This design comes from an exercise in tuning for small area, a short achievable clock period and few clock cycles per item on the open sky130 flow, not from production work. The RTL was checked by simulation tests, not by an equivalence proof against the original design. Power is estimated from default activity; no workload was simulated.

==> standard.sh <==
#!/bin/bash
# synth_recipe.tcl (not shown) runs the flow's synth.tcl, then flattens the netlist and writes it again
# the make line also repeats each setting of config.mk as NAME=value (left out here)
make -C /OpenROAD-flow-scripts/flow DESIGN_CONFIG=/design/flow/config.mk WORK_HOME=/design/flow/orfs CLKGATE_MAP_FILE= SYNTH_SCRIPT=/design/flow/synth_recipe.tcl "${@:-finish}"
==> flow/run.sh <==
#!/bin/bash
# The standard layout (the standard.sh, standard synthesis unchanged) with
# two changes: ports are buffered with sky130_fd_sc_hd__buf_2 cells, and timing
# repair aims for 5.25 ns of setup slack (a 2.75 ns period) instead of 5.
# make's full output goes to flow_make.log; ORFS keeps each step's log under orfs/logs.
set -euo pipefail
bash standard.sh "BUFFER_PORTS_ARGS=-buffer_cell sky130_fd_sc_hd__buf_2" SETUP_SLACK_MARGIN=5.25 finish > flow_make.log 2>&1
==> config.mk <==
export PLATFORM = sky130hd
export DESIGN_NAME = fpPipeline
export DESIGN_NICKNAME = fpPipeline
export VERILOG_FILES = /design/flow/design.v
export SDC_FILE = /design/flow/constraint.sdc
export NUM_CORES = 4
export LEC_CHECK = 0
export ABC_AREA = 1
export CAP_MARGIN = 20
export CORE_MARGIN = 2
export CORE_UTILIZATION = 40
export CTS_CLUSTER_DIAMETER = 80
export CTS_CLUSTER_SIZE = 30
export PLACE_DENSITY = 0.75
export SETUP_SLACK_MARGIN = 5
export SLEW_MARGIN = 20
==> design.v <==
package dfpPacketPkg;
    localparam int COLOR_WIDTH = 3;
    localparam int GEN_WIDTH = 8;
    localparam int DEST_WIDTH = 7;
    localparam int LR2_WIDTH = 2;
    localparam int OPERAND_WIDTH = 16;
    localparam int ID_WIDTH = COLOR_WIDTH + GEN_WIDTH + DEST_WIDTH + LR2_WIDTH + 2;
    localparam int IN_PACKET_WIDTH = ID_WIDTH + 6 + 2 + 2 * OPERAND_WIDTH;
    localparam int OUT_PACKET_WIDTH = ID_WIDTH + 2 + OPERAND_WIDTH;
    localparam int MEM_DEPTH = 16;
    localparam int MEM_ADDR_WIDTH = 4;
endpackage
package dfpOpcodePkg;
    localparam int OPCODE_WIDTH = 6;
    localparam logic [OPCODE_WIDTH-1:0] OP_ADD = 6'h00;
    localparam logic [OPCODE_WIDTH-1:0] OP_ADDC = 6'h01;
    localparam logic [OPCODE_WIDTH-1:0] OP_SUB = 6'h02;
    localparam logic [OPCODE_WIDTH-1:0] OP_SUBC = 6'h03;
    localparam logic [OPCODE_WIDTH-1:0] OP_AND = 6'h04;
    localparam logic [OPCODE_WIDTH-1:0] OP_OR = 6'h05;
    localparam logic [OPCODE_WIDTH-1:0] OP_XOR = 6'h06;
    localparam logic [OPCODE_WIDTH-1:0] OP_MUL = 6'h07;
    localparam logic [OPCODE_WIDTH-1:0] OP_SHL = 6'h08;
    localparam logic [OPCODE_WIDTH-1:0] OP_SHR = 6'h09;
    localparam logic [OPCODE_WIDTH-1:0] OP_ROL = 6'h0a;
    localparam logic [OPCODE_WIDTH-1:0] OP_ROR = 6'h0b;
    localparam logic [OPCODE_WIDTH-1:0] OP_BZ = 6'h10;
    localparam logic [OPCODE_WIDTH-1:0] OP_BNZ = 6'h11;
    localparam logic [OPCODE_WIDTH-1:0] OP_BC = 6'h12;
    localparam logic [OPCODE_WIDTH-1:0] OP_BNC = 6'h13;
    localparam logic [OPCODE_WIDTH-1:0] OP_BZL = 6'h14;
    localparam logic [OPCODE_WIDTH-1:0] OP_BNZL = 6'h15;
    localparam logic [OPCODE_WIDTH-1:0] OP_LDM = 6'h18;
    localparam logic [OPCODE_WIDTH-1:0] OP_STM = 6'h19;
    localparam logic [OPCODE_WIDTH-1:0] OP_ABSORB = 6'h20;
    localparam logic [OPCODE_WIDTH-1:0] OP_CHGCOL = 6'h28;
    localparam logic [OPCODE_WIDTH-1:0] OP_ADDGEN = 6'h29;
    localparam logic [OPCODE_WIDTH-1:0] OP_DECGEN = 6'h2a;
endpackage
`timescale 1ns/10ps
module booth8Mul (
    input  logic [15:0] a,
    input  logic [13:0] a3,
    input  logic        one0,
    input  logic        two0,
    input  logic        neg0,
    input  logic [3:0]  s1,
    input  logic [3:0]  s2,
    input  logic [3:0]  s3,
    input  logic [3:0]  s4,
    input  logic [3:0]  neg,
    input  logic        m5one,
    input  logic        m5two,
    input  logic        neg5,
    output logic [47:0] rows
);
    wire pp0_0 = ((one0 & a[0]) | (two0 & 1'b0)) ^ neg0;
    wire pp0_1 = ((one0 & a[1]) | (two0 & a[0])) ^ neg0;
    wire pp0_2 = ((one0 & a[2]) | (two0 & a[1])) ^ neg0;
    wire pp0_3 = ((one0 & a[3]) | (two0 & a[2])) ^ neg0;
    wire pp0_4 = ((one0 & a[4]) | (two0 & a[3])) ^ neg0;
    wire pp0_5 = ((one0 & a[5]) | (two0 & a[4])) ^ neg0;
    wire pp0_6 = ((one0 & a[6]) | (two0 & a[5])) ^ neg0;
    wire pp0_7 = ((one0 & a[7]) | (two0 & a[6])) ^ neg0;
    wire pp0_8 = ((one0 & a[8]) | (two0 & a[7])) ^ neg0;
    wire pp0_9 = ((one0 & a[9]) | (two0 & a[8])) ^ neg0;
    wire pp0_10 = ((one0 & a[10]) | (two0 & a[9])) ^ neg0;
    wire pp0_11 = ((one0 & a[11]) | (two0 & a[10])) ^ neg0;
    wire pp0_12 = ((one0 & a[12]) | (two0 & a[11])) ^ neg0;
    wire pp0_13 = ((one0 & a[13]) | (two0 & a[12])) ^ neg0;
    wire pp0_14 = ((one0 & a[14]) | (two0 & a[13])) ^ neg0;
    wire pp0_15 = ((one0 & a[15]) | (two0 & a[14])) ^ neg0;
    wire pp1_0 = ((s1[0] & a[0]) | (s2[0] & 1'b0) | (s3[0] & a3[0]) | (s4[0] & 1'b0)) ^ neg[0];
    wire pp1_1 = ((s1[0] & a[1]) | (s2[0] & a[0]) | (s3[0] & a3[1]) | (s4[0] & 1'b0)) ^ neg[0];
    wire pp1_2 = ((s1[0] & a[2]) | (s2[0] & a[1]) | (s3[0] & a3[2]) | (s4[0] & a[0])) ^ neg[0];
    wire pp1_3 = ((s1[0] & a[3]) | (s2[0] & a[2]) | (s3[0] & a3[3]) | (s4[0] & a[1])) ^ neg[0];
    wire pp1_4 = ((s1[0] & a[4]) | (s2[0] & a[3]) | (s3[0] & a3[4]) | (s4[0] & a[2])) ^ neg[0];
    wire pp1_5 = ((s1[0] & a[5]) | (s2[0] & a[4]) | (s3[0] & a3[5]) | (s4[0] & a[3])) ^ neg[0];
    wire pp1_6 = ((s1[0] & a[6]) | (s2[0] & a[5]) | (s3[0] & a3[6]) | (s4[0] & a[4])) ^ neg[0];
    wire pp1_7 = ((s1[0] & a[7]) | (s2[0] & a[6]) | (s3[0] & a3[7]) | (s4[0] & a[5])) ^ neg[0];
    wire pp1_8 = ((s1[0] & a[8]) | (s2[0] & a[7]) | (s3[0] & a3[8]) | (s4[0] & a[6])) ^ neg[0];
    wire pp1_9 = ((s1[0] & a[9]) | (s2[0] & a[8]) | (s3[0] & a3[9]) | (s4[0] & a[7])) ^ neg[0];
    wire pp1_10 = ((s1[0] & a[10]) | (s2[0] & a[9]) | (s3[0] & a3[10]) | (s4[0] & a[8])) ^ neg[0];
    wire pp1_11 = ((s1[0] & a[11]) | (s2[0] & a[10]) | (s3[0] & a3[11]) | (s4[0] & a[9])) ^ neg[0];
    wire pp1_12 = ((s1[0] & a[12]) | (s2[0] & a[11]) | (s3[0] & a3[12]) | (s4[0] & a[10])) ^ neg[0];
    wire pp1_13 = ((s1[0] & a[13]) | (s2[0] & a[12]) | (s3[0] & a3[13]) | (s4[0] & a[11])) ^ neg[0];
    wire pp2_0 = ((s1[1] & a[0]) | (s2[1] & 1'b0) | (s3[1] & a3[0]) | (s4[1] & 1'b0)) ^ neg[1];
    wire pp2_1 = ((s1[1] & a[1]) | (s2[1] & a[0]) | (s3[1] & a3[1]) | (s4[1] & 1'b0)) ^ neg[1];
    wire pp2_2 = ((s1[1] & a[2]) | (s2[1] & a[1]) | (s3[1] & a3[2]) | (s4[1] & a[0])) ^ neg[1];
    wire pp2_3 = ((s1[1] & a[3]) | (s2[1] & a[2]) | (s3[1] & a3[3]) | (s4[1] & a[1])) ^ neg[1];
    wire pp2_4 = ((s1[1] & a[4]) | (s2[1] & a[3]) | (s3[1] & a3[4]) | (s4[1] & a[2])) ^ neg[1];
    wire pp2_5 = ((s1[1] & a[5]) | (s2[1] & a[4]) | (s3[1] & a3[5]) | (s4[1] & a[3])) ^ neg[1];
    wire pp2_6 = ((s1[1] & a[6]) | (s2[1] & a[5]) | (s3[1] & a3[6]) | (s4[1] & a[4])) ^ neg[1];
    wire pp2_7 = ((s1[1] & a[7]) | (s2[1] & a[6]) | (s3[1] & a3[7]) | (s4[1] & a[5])) ^ neg[1];
    wire pp2_8 = ((s1[1] & a[8]) | (s2[1] & a[7]) | (s3[1] & a3[8]) | (s4[1] & a[6])) ^ neg[1];
    wire pp2_9 = ((s1[1] & a[9]) | (s2[1] & a[8]) | (s3[1] & a3[9]) | (s4[1] & a[7])) ^ neg[1];
    wire pp2_10 = ((s1[1] & a[10]) | (s2[1] & a[9]) | (s3[1] & a3[10]) | (s4[1] & a[8])) ^ neg[1];
    wire pp3_0 = ((s1[2] & a[0]) | (s2[2] & 1'b0) | (s3[2] & a3[0]) | (s4[2] & 1'b0)) ^ neg[2];
    wire pp3_1 = ((s1[2] & a[1]) | (s2[2] & a[0]) | (s3[2] & a3[1]) | (s4[2] & 1'b0)) ^ neg[2];
    wire pp3_2 = ((s1[2] & a[2]) | (s2[2] & a[1]) | (s3[2] & a3[2]) | (s4[2] & a[0])) ^ neg[2];
    wire pp3_3 = ((s1[2] & a[3]) | (s2[2] & a[2]) | (s3[2] & a3[3]) | (s4[2] & a[1])) ^ neg[2];
    wire pp3_4 = ((s1[2] & a[4]) | (s2[2] & a[3]) | (s3[2] & a3[4]) | (s4[2] & a[2])) ^ neg[2];
    wire pp3_5 = ((s1[2] & a[5]) | (s2[2] & a[4]) | (s3[2] & a3[5]) | (s4[2] & a[3])) ^ neg[2];
    wire pp3_6 = ((s1[2] & a[6]) | (s2[2] & a[5]) | (s3[2] & a3[6]) | (s4[2] & a[4])) ^ neg[2];
    wire pp3_7 = ((s1[2] & a[7]) | (s2[2] & a[6]) | (s3[2] & a3[7]) | (s4[2] & a[5])) ^ neg[2];
    wire pp4_0 = ((s1[3] & a[0]) | (s2[3] & 1'b0) | (s3[3] & a3[0]) | (s4[3] & 1'b0)) ^ neg[3];
    wire pp4_1 = ((s1[3] & a[1]) | (s2[3] & a[0]) | (s3[3] & a3[1]) | (s4[3] & 1'b0)) ^ neg[3];
    wire pp4_2 = ((s1[3] & a[2]) | (s2[3] & a[1]) | (s3[3] & a3[2]) | (s4[3] & a[0])) ^ neg[3];
    wire pp4_3 = ((s1[3] & a[3]) | (s2[3] & a[2]) | (s3[3] & a3[3]) | (s4[3] & a[1])) ^ neg[3];
    wire pp4_4 = ((s1[3] & a[4]) | (s2[3] & a[3]) | (s3[3] & a3[4]) | (s4[3] & a[2])) ^ neg[3];
    wire [1:0] p5 = m5one ? a[1:0] : m5two ? {a[0], 1'b0} : 2'b00;
    wire pp5_0 = p5[0];
    wire pp5_1 = p5[1] ^ (neg5 & p5[0]);
    wire fs1 = pp0_8 ^ pp1_6;
    wire fc2 = pp0_8 & pp1_6;
    wire fs3 = pp0_9 ^ pp1_7;
    wire fc4 = pp0_9 & pp1_7;
    wire fs5 = pp0_10 ^ pp1_8;
    wire fc6 = pp0_10 & pp1_8;
    wire fs7 = pp0_11 ^ pp1_9 ^ pp2_6;
    wire fc8 = (pp0_11 & pp1_9) | (pp0_11 & pp2_6) | (pp1_9 & pp2_6);
    wire fs9 = pp3_3 ^ pp4_0;
    wire fc10 = pp3_3 & pp4_0;
    wire fs11 = pp0_12 ^ pp1_10 ^ pp2_7;
    wire fc12 = (pp0_12 & pp1_10) | (pp0_12 & pp2_7) | (pp1_10 & pp2_7);
    wire fs13 = pp3_4 ^ pp4_1;
    wire fc14 = pp3_4 & pp4_1;
    wire fs15 = pp0_13 ^ pp1_11 ^ pp2_8;
    wire fc16 = (pp0_13 & pp1_11) | (pp0_13 & pp2_8) | (pp1_11 & pp2_8);
    wire fs17 = pp3_5 ^ pp4_2;
    wire fc18 = pp3_5 & pp4_2;
    wire fs19 = pp0_14 ^ pp1_12 ^ pp2_9;
    wire fc20 = (pp0_14 & pp1_12) | (pp0_14 & pp2_9) | (pp1_12 & pp2_9);
    wire fs21 = pp3_6 ^ pp4_3 ^ pp5_0;
    wire fc22 = (pp3_6 & pp4_3) | (pp3_6 & pp5_0) | (pp4_3 & pp5_0);
    wire fs23 = pp0_15 ^ pp1_13 ^ pp2_10;
    wire fc24 = (pp0_15 & pp1_13) | (pp0_15 & pp2_10) | (pp1_13 & pp2_10);
    wire fs25 = pp3_7 ^ pp4_4 ^ pp5_1;
    wire fc26 = (pp3_7 & pp4_4) | (pp3_7 & pp5_1) | (pp4_4 & pp5_1);
    wire fs27 = pp0_5 ^ pp1_3;
    wire fc28 = pp0_5 & pp1_3;
    wire fs29 = pp0_6 ^ pp1_4;
    wire fc30 = pp0_6 & pp1_4;
    wire fs31 = pp0_7 ^ pp1_5;
    wire fc32 = pp0_7 & pp1_5;
    wire fs33 = fs1 ^ pp2_3 ^ pp3_0;
    wire fc34 = (fs1 & pp2_3) | (fs1 & pp3_0) | (pp2_3 & pp3_0);
    wire fs35 = fs3 ^ pp2_4 ^ pp3_1;
    wire fc36 = (fs3 & pp2_4) | (fs3 & pp3_1) | (pp2_4 & pp3_1);
    wire fs37 = fs5 ^ pp2_5 ^ pp3_2;
    wire fc38 = (fs5 & pp2_5) | (fs5 & pp3_2) | (pp2_5 & pp3_2);
    wire fs39 = fs7 ^ fs9 ^ neg[3];
    wire fc40 = (fs7 & fs9) | (fs7 & neg[3]) | (fs9 & neg[3]);
    wire fs41 = fs11 ^ fs13 ^ fc8;
    wire fc42 = (fs11 & fs13) | (fs11 & fc8) | (fs13 & fc8);
    wire fs43 = fs15 ^ fs17 ^ fc12;
    wire fc44 = (fs15 & fs17) | (fs15 & fc12) | (fs17 & fc12);
    wire fs45 = fs19 ^ fs21 ^ fc16;
    wire fc46 = (fs19 & fs21) | (fs19 & fc16) | (fs21 & fc16);
    wire fs47 = fs23 ^ fs25 ^ fc20;
    wire fc48 = (fs23 & fs25) | (fs23 & fc20) | (fs25 & fc20);
    assign rows[15:0] = {fs47, fs45, fs43, fs41, fs39, fs37, fs35, fs33, fs31, fs29, fs27, pp0_4, pp0_3, pp0_2, pp0_1, pp0_0};
    assign rows[31:16] = {fc22, fc18, fc14, fc10, fc6, fc4, fc2, neg[2], pp2_2, pp2_1, pp2_0, pp1_2, pp1_1, pp1_0, 1'b0, neg0};
    assign rows[47:32] = {fc46, fc44, fc42, fc40, fc38, fc36, fc34, fc32, fc30, fc28, neg[1], 1'b0, 1'b0, neg[0], 1'b0, 1'b0};
endmodule
module booth8Enc (
    input  logic [15:0] b,
    output logic        one0,
    output logic        two0,
    output logic        neg0,
    output logic [3:0]  s1,
    output logic [3:0]  s2,
    output logic [3:0]  s3,
    output logic [3:0]  s4,
    output logic [3:0]  neg,
    output logic        m5one,
    output logic        m5two,
    output logic        neg5
);
    logic [3:0] m0, m1, m2;
    assign one0 = b[0];
    assign two0 = b[1] & ~b[0];
    assign neg0 = b[1];
    assign m2[0] = b[3] ^ b[4];
    assign m1[0] = b[2] ^ b[4];
    assign m0[0] = b[1] ^ b[4];
    assign s1[0] = ~m2[0] & (m1[0] ^ m0[0]);
    assign s2[0] = (~m2[0] & m1[0] & m0[0]) | (m2[0] & ~m1[0] & ~m0[0]);
    assign s3[0] = m2[0] & (m1[0] ^ m0[0]);
    assign s4[0] = m2[0] & m1[0] & m0[0];
    assign neg[0] = b[4];
    assign m2[1] = b[6] ^ b[7];
    assign m1[1] = b[5] ^ b[7];
    assign m0[1] = b[4] ^ b[7];
    assign s1[1] = ~m2[1] & (m1[1] ^ m0[1]);
    assign s2[1] = (~m2[1] & m1[1] & m0[1]) | (m2[1] & ~m1[1] & ~m0[1]);
    assign s3[1] = m2[1] & (m1[1] ^ m0[1]);
    assign s4[1] = m2[1] & m1[1] & m0[1];
    assign neg[1] = b[7];
    assign m2[2] = b[9] ^ b[10];
    assign m1[2] = b[8] ^ b[10];
    assign m0[2] = b[7] ^ b[10];
    assign s1[2] = ~m2[2] & (m1[2] ^ m0[2]);
    assign s2[2] = (~m2[2] & m1[2] & m0[2]) | (m2[2] & ~m1[2] & ~m0[2]);
    assign s3[2] = m2[2] & (m1[2] ^ m0[2]);
    assign s4[2] = m2[2] & m1[2] & m0[2];
    assign neg[2] = b[10];
    assign m2[3] = b[12] ^ b[13];
    assign m1[3] = b[11] ^ b[13];
    assign m0[3] = b[10] ^ b[13];
    assign s1[3] = ~m2[3] & (m1[3] ^ m0[3]);
    assign s2[3] = (~m2[3] & m1[3] & m0[3]) | (m2[3] & ~m1[3] & ~m0[3]);
    assign s3[3] = m2[3] & (m1[3] ^ m0[3]);
    assign s4[3] = m2[3] & m1[3] & m0[3];
    assign neg[3] = b[13];
    assign m5one = b[14] ^ b[13];
    assign m5two = (b[15] & ~b[14] & ~b[13]) | (~b[15] & b[14] & b[13]);
    assign neg5 = b[15];
endmodule
`timescale 1ns/10ps
import dfpPacketPkg::*;
import dfpOpcodePkg::*;
module fpPipeline (
    input  logic                                   CP,
    input  logic                                   MR,
    input  logic                                   sendIn,
    output logic                                   ackOut,
    input  logic [dfpPacketPkg::IN_PACKET_WIDTH-1:0]  packetIn,
    output logic                                   sendOut,
    input  logic                                   ackIn,
    output logic [dfpPacketPkg::OUT_PACKET_WIDTH-1:0] packetOut
);
    logic adv;           
    logic v1, v2;        
    logic hv, sv;        
    logic nackReg;       
    assign adv = !sv;
    assign ackOut = !nackReg;
    logic [IN_PACKET_WIDTH-1:0] r1;
    logic [3:0]                 r1LdAddr;
    logic [13:0]                r1A3;
    logic [3:0]                 r1S1, r1S2, r1S3, r1S4;
    logic                       r1One0, r1Two0;
    logic [3:0]                 inS1, inS2, inS3, inS4, inNeg;
    logic                       inOne0, inTwo0, inNeg0, inM5one, inM5two, inNeg5;
    booth8Enc enc_i (.b(packetIn[15:0]), .one0(inOne0), .two0(inTwo0), .neg0(inNeg0),
                     .s1(inS1), .s2(inS2), .s3(inS3), .s4(inS4), .neg(inNeg),
                     .m5one(inM5one), .m5two(inM5two), .neg5(inNeg5));
    logic [13:0] x3In, x3G, x3P, x3Gp, x3Pp, x3Sum;
    always_comb
    begin
        for (int i = 0; i < 14; i++)
        begin
            x3G[i] = packetIn[16+i] & (i > 0 ? packetIn[15+i] : 1'b0);
            x3P[i] = packetIn[16+i] ^ (i > 0 ? packetIn[15+i] : 1'b0);
        end
        x3Gp = x3G;
        x3Pp = x3P;
        for (int d = 1; d < 14; d = d * 2)
            for (int i = 13; i >= d; i--)
            begin
                x3Gp[i] = x3Gp[i] | (x3Pp[i] & x3Gp[i-d]);
                x3Pp[i] = x3Pp[i] & x3Pp[i-d];
            end
        x3Sum[0] = x3P[0];
        for (int i = 1; i < 14; i++)
            x3Sum[i] = x3P[i] ^ x3Gp[i-1];
    end
    always_ff @(posedge CP)
        if (adv)
        begin
            r1 <= packetIn;
            r1LdAddr <= packetIn[19:16] + packetIn[3:0];
            r1A3 <= x3Sum;
            r1One0 <= inOne0;
            r1Two0 <= inTwo0;
            r1S1 <= inS1;
            r1S2 <= inS2;
            r1S3 <= inS3;
            r1S4 <= inS4;
        end
    logic [2:0]  color;
    logic [7:0]  gen;
    logic [6:0]  dest;
    logic [1:0]  lr2;
    logic        br, cpy;
    logic [5:0]  opcode;
    logic        cIn, zIn;
    logic [15:0] dataL, dataR;
    assign {color, gen, dest, lr2, br, cpy, opcode, cIn, zIn, dataL, dataR} = r1;
    logic opAdd, opSub, opAnd, opOr, opXor, opMul, opShl, opShr;
    logic opBz, opLdm, opStm, opAbsorb, opChgcol, opAddgen, opDecgen;
    assign opAdd    = opcode == OP_ADD;
    assign opSub    = opcode == OP_SUB;
    assign opAnd    = opcode == OP_AND;
    assign opOr     = opcode == OP_OR;
    assign opXor    = opcode == OP_XOR;
    assign opMul    = opcode == OP_MUL;
    assign opShl    = opcode == OP_SHL;
    assign opShr    = opcode == OP_SHR;
    assign opBz     = opcode == OP_BZ;
    assign opLdm    = opcode == OP_LDM;
    assign opStm    = opcode == OP_STM;
    assign opAbsorb = opcode == OP_ABSORB;
    assign opChgcol = opcode == OP_CHGCOL;
    assign opAddgen = opcode == OP_ADDGEN;
    assign opDecgen = opcode == OP_DECGEN;
    logic [47:0] mulRows;
    booth8Mul mul_i (.a(dataL), .a3(r1A3), .one0(r1One0), .two0(r1Two0), .neg0(dataR[1]),
                     .s1(r1S1), .s2(r1S2), .s3(r1S3), .s4(r1S4),
                     .neg({dataR[13], dataR[10], dataR[7], dataR[4]}),
                     .m5one(dataR[14] ^ dataR[13]),
                     .m5two((dataR[15] & ~dataR[14] & ~dataR[13]) | (~dataR[15] & dataR[14] & dataR[13])),
                     .neg5(dataR[15]), .rows(mulRows));
    logic        bigShift;
    logic [15:0] shIn, shOut, shRes, dataLRev, shOutRev;
    always_comb
        for (int i = 0; i < 16; i++)
        begin
            dataLRev[i] = dataL[15-i];
            shOutRev[i] = shOut[15-i];
        end
    assign bigShift = |dataR[15:4];
    assign shIn = opShr ? dataLRev : dataL;
    assign shOut = shIn << dataR[3:0];
    assign shRes = bigShift ? 16'd0 : (opShr ? shOutRev : shOut);
    logic [15:0] memData [MEM_DEPTH];
    logic [15:0] memValid;
    logic [3:0]  ldAddr;
    logic [15:0] ldData;
    logic        memWrite;
    assign ldAddr = r1LdAddr;
    assign ldData = memValid[ldAddr] ? memData[ldAddr] : 16'd0;
    assign memWrite = adv && v1 && opStm;
    always_ff @(posedge CP)
        if (memWrite)
            memData[dataL[3:0]] <= dataR;
    always_ff @(posedge CP or posedge MR)
        if (MR)
            memValid <= '0;
        else if (memWrite)
            memValid[dataL[3:0]] <= 1'b1;
    logic [15:0] rowA, rowB, rowC, other;
    always_comb
    begin
        other = dataL;
        if (opAnd)
            other = dataL & dataR;
        else if (opOr)
            other = dataL | dataR;
        else if (opXor)
            other = dataL ^ dataR;
        else if (opShl || opShr)
            other = shRes;
        else if (opLdm)
            other = ldData;
        else if (opStm)
            other = dataR;
    end
    always_comb
    begin
        if (opMul)
        begin
            rowA = mulRows[15:0];
            rowB = mulRows[31:16];
            rowC = mulRows[47:32];
        end
        else
        begin
            rowA = other;
            rowB = opAdd ? dataR : opSub ? ~dataR : 16'd0;
            rowC = {15'd0, opSub};
        end
    end
    logic [2:0] newColor;
    logic [7:0] newGen;
    logic [6:0] newDest;
    logic [1:0] newLr2;
    logic       bzTaken;
    assign bzTaken = opBz && zIn;
    assign newColor = opChgcol ? dataR[2:0] : color;
    assign newGen = opAddgen ? gen + dataR[7:0] : opDecgen ? gen - 8'd1 : gen;
    assign newDest = bzTaken ? dest + 7'd1 : dest;
    assign newLr2 = bzTaken ? {lr2[0], lr2[1]} : lr2;
    logic aluOp, arithOp, cSel;
    assign aluOp = opAdd || opSub || opAnd || opOr || opXor || opMul || opShl || opShr;
    assign arithOp = opAdd || opSub;
    assign cSel = (opAnd || opOr || opXor) ? 1'b0 : cIn;
    logic [15:0] r2A, r2B, r2C;
    logic [21:0] r2Id;
    logic        r2Alu, r2Arith, r2Sub, r2C0, r2Z0;
    always_ff @(posedge CP)
        if (adv)
        begin
            r2A <= rowA;
            r2B <= rowB;
            r2C <= rowC;
            r2Id <= {newColor, newGen, newDest, newLr2, br, cpy};
            r2Alu <= aluOp;
            r2Arith <= arithOp;
            r2Sub <= opSub;
            r2C0 <= cSel;
            r2Z0 <= zIn;
        end
    always_ff @(posedge CP or posedge MR)
        if (MR)
        begin
            v1 <= 1'b0;
            v2 <= 1'b0;
        end
        else if (adv)
        begin
            v1 <= sendIn;
            v2 <= v1 && !opAbsorb;
        end
    logic [15:0] cs, cc, zp, zk;
    logic [16:0] total;
    logic        outC, outZ;
    logic [OUT_PACKET_WIDTH-1:0] result;
    assign cs = r2A ^ r2B ^ r2C;
    assign cc = (r2A & r2B) | (r2A & r2C) | (r2B & r2C);
    assign total = {1'b0, cs} + {cc, 1'b0};
    assign outC = r2Arith ? (total[16] ^ r2Sub) : r2C0;
    assign zp = cs ^ {cc[14:0], 1'b0};
    assign zk = {cs[14:0] | {cc[13:0], 1'b0}, 1'b0};
    assign outZ = r2Alu ? (zp == zk) : r2Z0;
    assign result = {r2Id, outC, outZ, total[15:0]};
    logic [OUT_PACKET_WIDTH-1:0] head, skid;
    logic push, pop, svNext;
    assign push = adv && v2;
    assign pop = hv && ackIn;
    always_ff @(posedge CP)
    begin
        nackReg <= svNext;
        if (!hv || ackIn)
            head <= sv ? skid : result;
        if (!sv)
            skid <= result;
    end
    always_comb
        if (sv)
            svNext = !(!hv || ackIn);
        else
            svNext = push && hv && !ackIn;
    always_ff @(posedge CP or posedge MR)
        if (MR)
        begin
            hv <= 1'b0;
            sv <= 1'b0;
        end
        else
        begin
            if (!hv || ackIn)
                hv <= sv || push;
            sv <= svNext;
        end
    assign sendOut = hv;
    assign packetOut = head;
endmodule
==> constraint.sdc <==
create_clock -name core_clock -period 8.0 [get_ports {CP}]
set_input_delay 1.6000 -clock core_clock [delete_from_list [all_inputs] [get_ports {CP}]]
set_output_delay 1.6000 -clock core_clock [all_outputs]
set_load 0.01 [all_outputs]
==> summary.txt <==
Clocking
  • Clock tree from TritonCTS: yes
  • Clock-pin slew of the registers on the worst-case setup and hold paths: 110 ps
  • Clock latency on the worst-skew pair: ~620 ps
  • Root Buffer Master: sky130_fd_sc_hd__clkbuf_16
  • Count of hold buffers inserted by post-cts repair: 0
  • Buffer levels on the longest clock path: 3
  • Number of clock sinks seen by CTS: 529
  • CTS buffer count: 27
  • Htree depth: 1

Setup path
  • Arr. time, crit path: 3210 ps
  • Nature of the critical path endpoint: flop
  • Largest stage delay on the critical path: 330 ps
  • Setup CP Type: in -> reg
  • Worst Setup Start Kind: input pin
  • Crit path max fanout: 3
  • Req. time, crit path: 8350 ps
  • Cell breakdown of the critical path: buf_8, ha_4, inv_2, fa_2, inv_1, nand2_1, nand2_2, a21oi_4, o21ai_2, a21oi_2, o21bai_1, nand2_1, inv_2, o21ai_2, nand2_1, xor2_1
  • Master of the slowest instance on the critical path: sky130_fd_sc_hd__fa_2
  • Critical Path Most Common Cell: sky130_fd_sc_hd__nand2_1
  • Worst path buffer plus inverter count: 4
  • Top cell family by delay on the critical path: compound AO/OA/AOI/OAI gates

Pwr
  • Relative contribution of the clock network to total power: between 10% and 20%
  • Cell area power density: around 360 nW/um^2
  • Sw Share: roughly two fifths
  • Internal power summed over all cells: 6.514 mW
  • Net Sw Power: 4.552 mW
  • Power Total: 11.07 mW
  • Combinational cell fraction of total power: 47.5%
  • Peak supply drop: 0.2429 mV
  • Reg power frac: 37.1%
  • Lkg Pwr: ~12 nW

Synth
  • Area leader, netlist: sky130_fd_sc_hd__edfxtp_1
  • Syn Inst Count: roughly 2600
  • Flip-flop and latch count after synthesis: 529
  • Number of flops mapped to enable cells by yosys: 464
  • Most used DFF post-synth: sky130_fd_sc_hd__edfxtp_1
  • Largest cells by area after synthesis: sky130_fd_sc_hd__edfxtp_1 53%, sky130_fd_sc_hd__nand2_1 5.4%, sky130_fd_sc_hd__o21ai_0 4.8%
  • Number of different library cells in the post-synthesis netlist: 50
  • Post-Synthesis Cell Area: approximately 26000 sq um
  • Proportion of netlist area held by the largest area contributor: 52.70%
  • Syn nets: 2744
  • Number of warning messages in the yosys log: 1
  • Syn Area/Cell: 10.36 sq um
  • Fraction of registers with async set/reset: under 10%
  • Post-synthesis sequential area ratio: 58.00%

Global route
  • Overall overflow remaining after global route: 0
  • Pin count of the biggest net entering global routing: between 80 and 90
  • Wire length of the first global-routing pass: about 110000 um
  • Aggregate global-route resource usage: 20.61%
  • Via count of the first global-routing pass: 19178
  • Antenna violations before repair: 2

Layout
  • Final cell count without fillers: 3583
  • Number of fill cells in the layout: roughly 6000
  • Synthesis-to-layout area growth: 15.51%
  • N_diodes: 0
  • Proportion of layout cells with a drive suffix above 1: roughly 17%
  • Most common library cell in the layout ignoring fill and taps: sky130_fd_sc_hd__edfxtp_1
  • Number of nets in the finished design: 2893
  • Commonest cells after routing, fill and taps aside: 464 x sky130_fd_sc_hd__edfxtp_1, 370 x sky130_fd_sc_hd__nand2_1, 269 x sky130_fd_sc_hd__nor2_1, 241 x sky130_fd_sc_hd__o21ai_0, 160 x sky130_fd_sc_hd__nand3_1

Floorplanning
  • Top-level port count: 108
  • Die span in x: approximately 260 um
  • Number of rows created at floorplan: 94
  • Starting density of the core: 40.29%
  • Core Region: 65630 sq um
  • Die outline area: 68170 sq um
  • Chip Height: 261.1 um

Status
  • Result of the run: complete, no violations

Timing
  • Final number of setup-violating endpoints: 0
  • Unrepaired setup endpoints after global routing: yes
  • Least-Margin Pin Slew: 1039 ps
  • Worst relative slew slack: 30.46%
  • Count of final hold-check violations: 0
  • Fin Setup TNS: 0 ps
  • Time the worst path needs with I/O delays and setup: 2858 ps
  • Max Slew Vio Count: 0
  • Final clock period utilization by the worst path: 35.73%
  • Worst Skew: 54.00 ps
  • Achievable frequency: 349.8 MHz
  • Min Hold Slack: around 440 ps

Drt
  • Iteration-0 DRC Markers: 2977
  • Total wire length: 73420 um
  • Residual DRC count: 0
  • Via count of the routed design: 20317
  • Routed Antenna Nets: 0
  • Number of search-and-repair iterations in the first detailed-routing pass: 9
  • Post-detailed-route via-to-cell ratio: 5.670
  • Average detailed-routed wire length per instance: 20.49 um

Placement
  • Estimated wirelength of the detail-placed design: 46870 um
  • Quantity of I/O buffers inserted on ports: 107
  • Routability cong.: ~1.0
  • Placed instance count: 3433

Run
  • Number of maximum-capacitance constraint violations: 0

Hold path
  • Class of the tightest hold or removal check: reg -> reg
-- final timing paths --
| kind | startpoint | endpoint | slack (ps) | cells past startpoint |
|---|---|---|---|---|
| worst max register to register | r2B[2] | head[11] | 5160 | 13 |
| min in group asynchronous | MR | v2 | 910 | 2 |
| max in group asynchronous | MR | memValid[10] | 6730 | 3 |
| worst max-delay path | packetIn[17] | r1A3[13] | 5140 | 16 |
| worst min-delay path | r1[40] | r2Id[0] | 440 | 0 |
| worst min register to register | r1[40] | r2Id[0] | 440 | 0 |
-- cell type report --
cell class / count / area (sq um) / share of cell area [%]
flip-flops and latches: 529 / 15340 / 50.23
multi-input cells: 1694 / 10360 / 33.92
repair buffers: 250 / 1874 / 6.137
well taps: 864 / 1081 / 3.540
inverters: 196 / 889.6 / 2.913
clock buffers: 32 / 694.4 / 2.274
clock inverters: 16 / 286.5 / 0.9381
repair inverters: 2 / 16.27 / 0.05326
-- routing by layer --
metal  routed length (um)  GRT usage, %
met1                29470         28.02
met2                32510         31.40
met3                 7949         5.033
met4                 3461         9.122
met5                   29             0
-- cell usage after synthesis, types with 4 or more instances --
cell                         n
sky130_fd_sc_hd__clkbuf_1   91
sky130_fd_sc_hd__nor2_1    280
sky130_fd_sc_hd__or2_2      13
sky130_fd_sc_hd__nand2_1   382
sky130_fd_sc_hd__xnor2_1    35
sky130_fd_sc_hd__o31ai_1     4
sky130_fd_sc_hd__o211ai_1   36
sky130_fd_sc_hd__o21ai_1    21
sky130_fd_sc_hd__nor2_4      4
sky130_fd_sc_hd__o21ai_0   256
sky130_fd_sc_hd__a21oi_1   107
sky130_fd_sc_hd__fa_1       28
sky130_fd_sc_hd__nor3_1      9
sky130_fd_sc_hd__buf_2      19
sky130_fd_sc_hd__dfrtp_1    20
sky130_fd_sc_hd__o221ai_1   28
sky130_fd_sc_hd__nor4_1      5
sky130_fd_sc_hd__edfxtp_1  464
sky130_fd_sc_hd__buf_1      14
sky130_fd_sc_hd__o22ai_1    76
sky130_fd_sc_hd__nor2_2      4
sky130_fd_sc_hd__nand3_1   166
sky130_fd_sc_hd__a221oi_1   28
sky130_fd_sc_hd__nand4_1     7
sky130_fd_sc_hd__inv_2      13
sky130_fd_sc_hd__inv_1     173
sky130_fd_sc_hd__buf_4       6
sky130_fd_sc_hd__dfxtp_1    45
sky130_fd_sc_hd__o21bai_1   12
sky130_fd_sc_hd__ha_1       99
sky130_fd_sc_hd__clkinv_1   10
sky130_fd_sc_hd__xor2_1     71
-- cell families (layout without fill, tap and decap cells) --
kind of cell    count (synthesis)  after routing  synth area share [%]
flops                         529            529                 58.00
simple gates                  876            878                 13.87
buf+inv                       330            496                 4.950
xor+xnor                      106            106                 3.511
compound gates                583            583                 12.87
fa+ha+maj                     127            127                 6.805
-- through the flow --
stage | setup WS (ps) | utilization (%) | area, sq um
2_1_floorplan | 4673 | - | 26520
3_3_place_gp | 4272 | 42.50 | 27890
3_5_place_dp | 4215 | 42.50 | 27890
4_1_cts | 5164 | 45.24 | 29690
5_1_grt | 5015 | 46.54 | 30540
6_report | 5142 | 46.54 | 30540
-- power by group through the flow --
stage | logic (mW) | clock network (mW) | registers, mW
floorplan | 3.02 | 0 | 4.14
global placement | 4.23 | 0 | 4.18
detailed placement | 4.31 | 0 | 4.19
CTS | 4.71 | 1.74 | 4.12
global route | 5.77 | 1.82 | 4.15
finish | 5.25 | 1.71 | 4.10
-- sequential cells by signal (all words and copies together), names as in the netlist, 14 cells and up, named ones only --
signal and count:
r2B 16, r1A3 14, skid 40, memData 256, r1 61, memValid 16, r2Id 22, r2A 16
head 40
-- timing repair --
action / 4_1_cts / 5_1_grt
gates resized for setup: 110 / 96
buffers inserted: 43 / 53
pin swaps: 25 / 42
cloned: 4 / 1
setup endpoints to repair: 368 / 330
Testbench counts, summed over its fixed seeds: cycles 16,024, items 16,000.

[separate check: timing with driven ports]
Ports are ideal in the flow. The routed layout listed here was re-timed in OpenROAD. Step 1: set_driving_cell puts a clkbuf_16 on CP and a buf_2 on each other input, an assumption about the parent block. Step 2 also shifts input and output timing later by t, the mid clock arrival at the registers, as if the neighbouring blocks saw the same clock. Slacks: ideal / step 1 / step 2; pairs: ideal / step 1.
shift t [ns]: 0.646
setup slack, ns: 5.142 / 5.137 / 4.491
hold WS [ns]: 0.440 / 0.440 / 0.440
worst register clock-pin slew, ns: 0.11 / 0.11
worst slew at a driven data input, ns: 0.06
After both steps this run still meets setup and hold. The setup slack of this run moves by -0.005 ns with the drivers and by -0.651 ns with both steps.
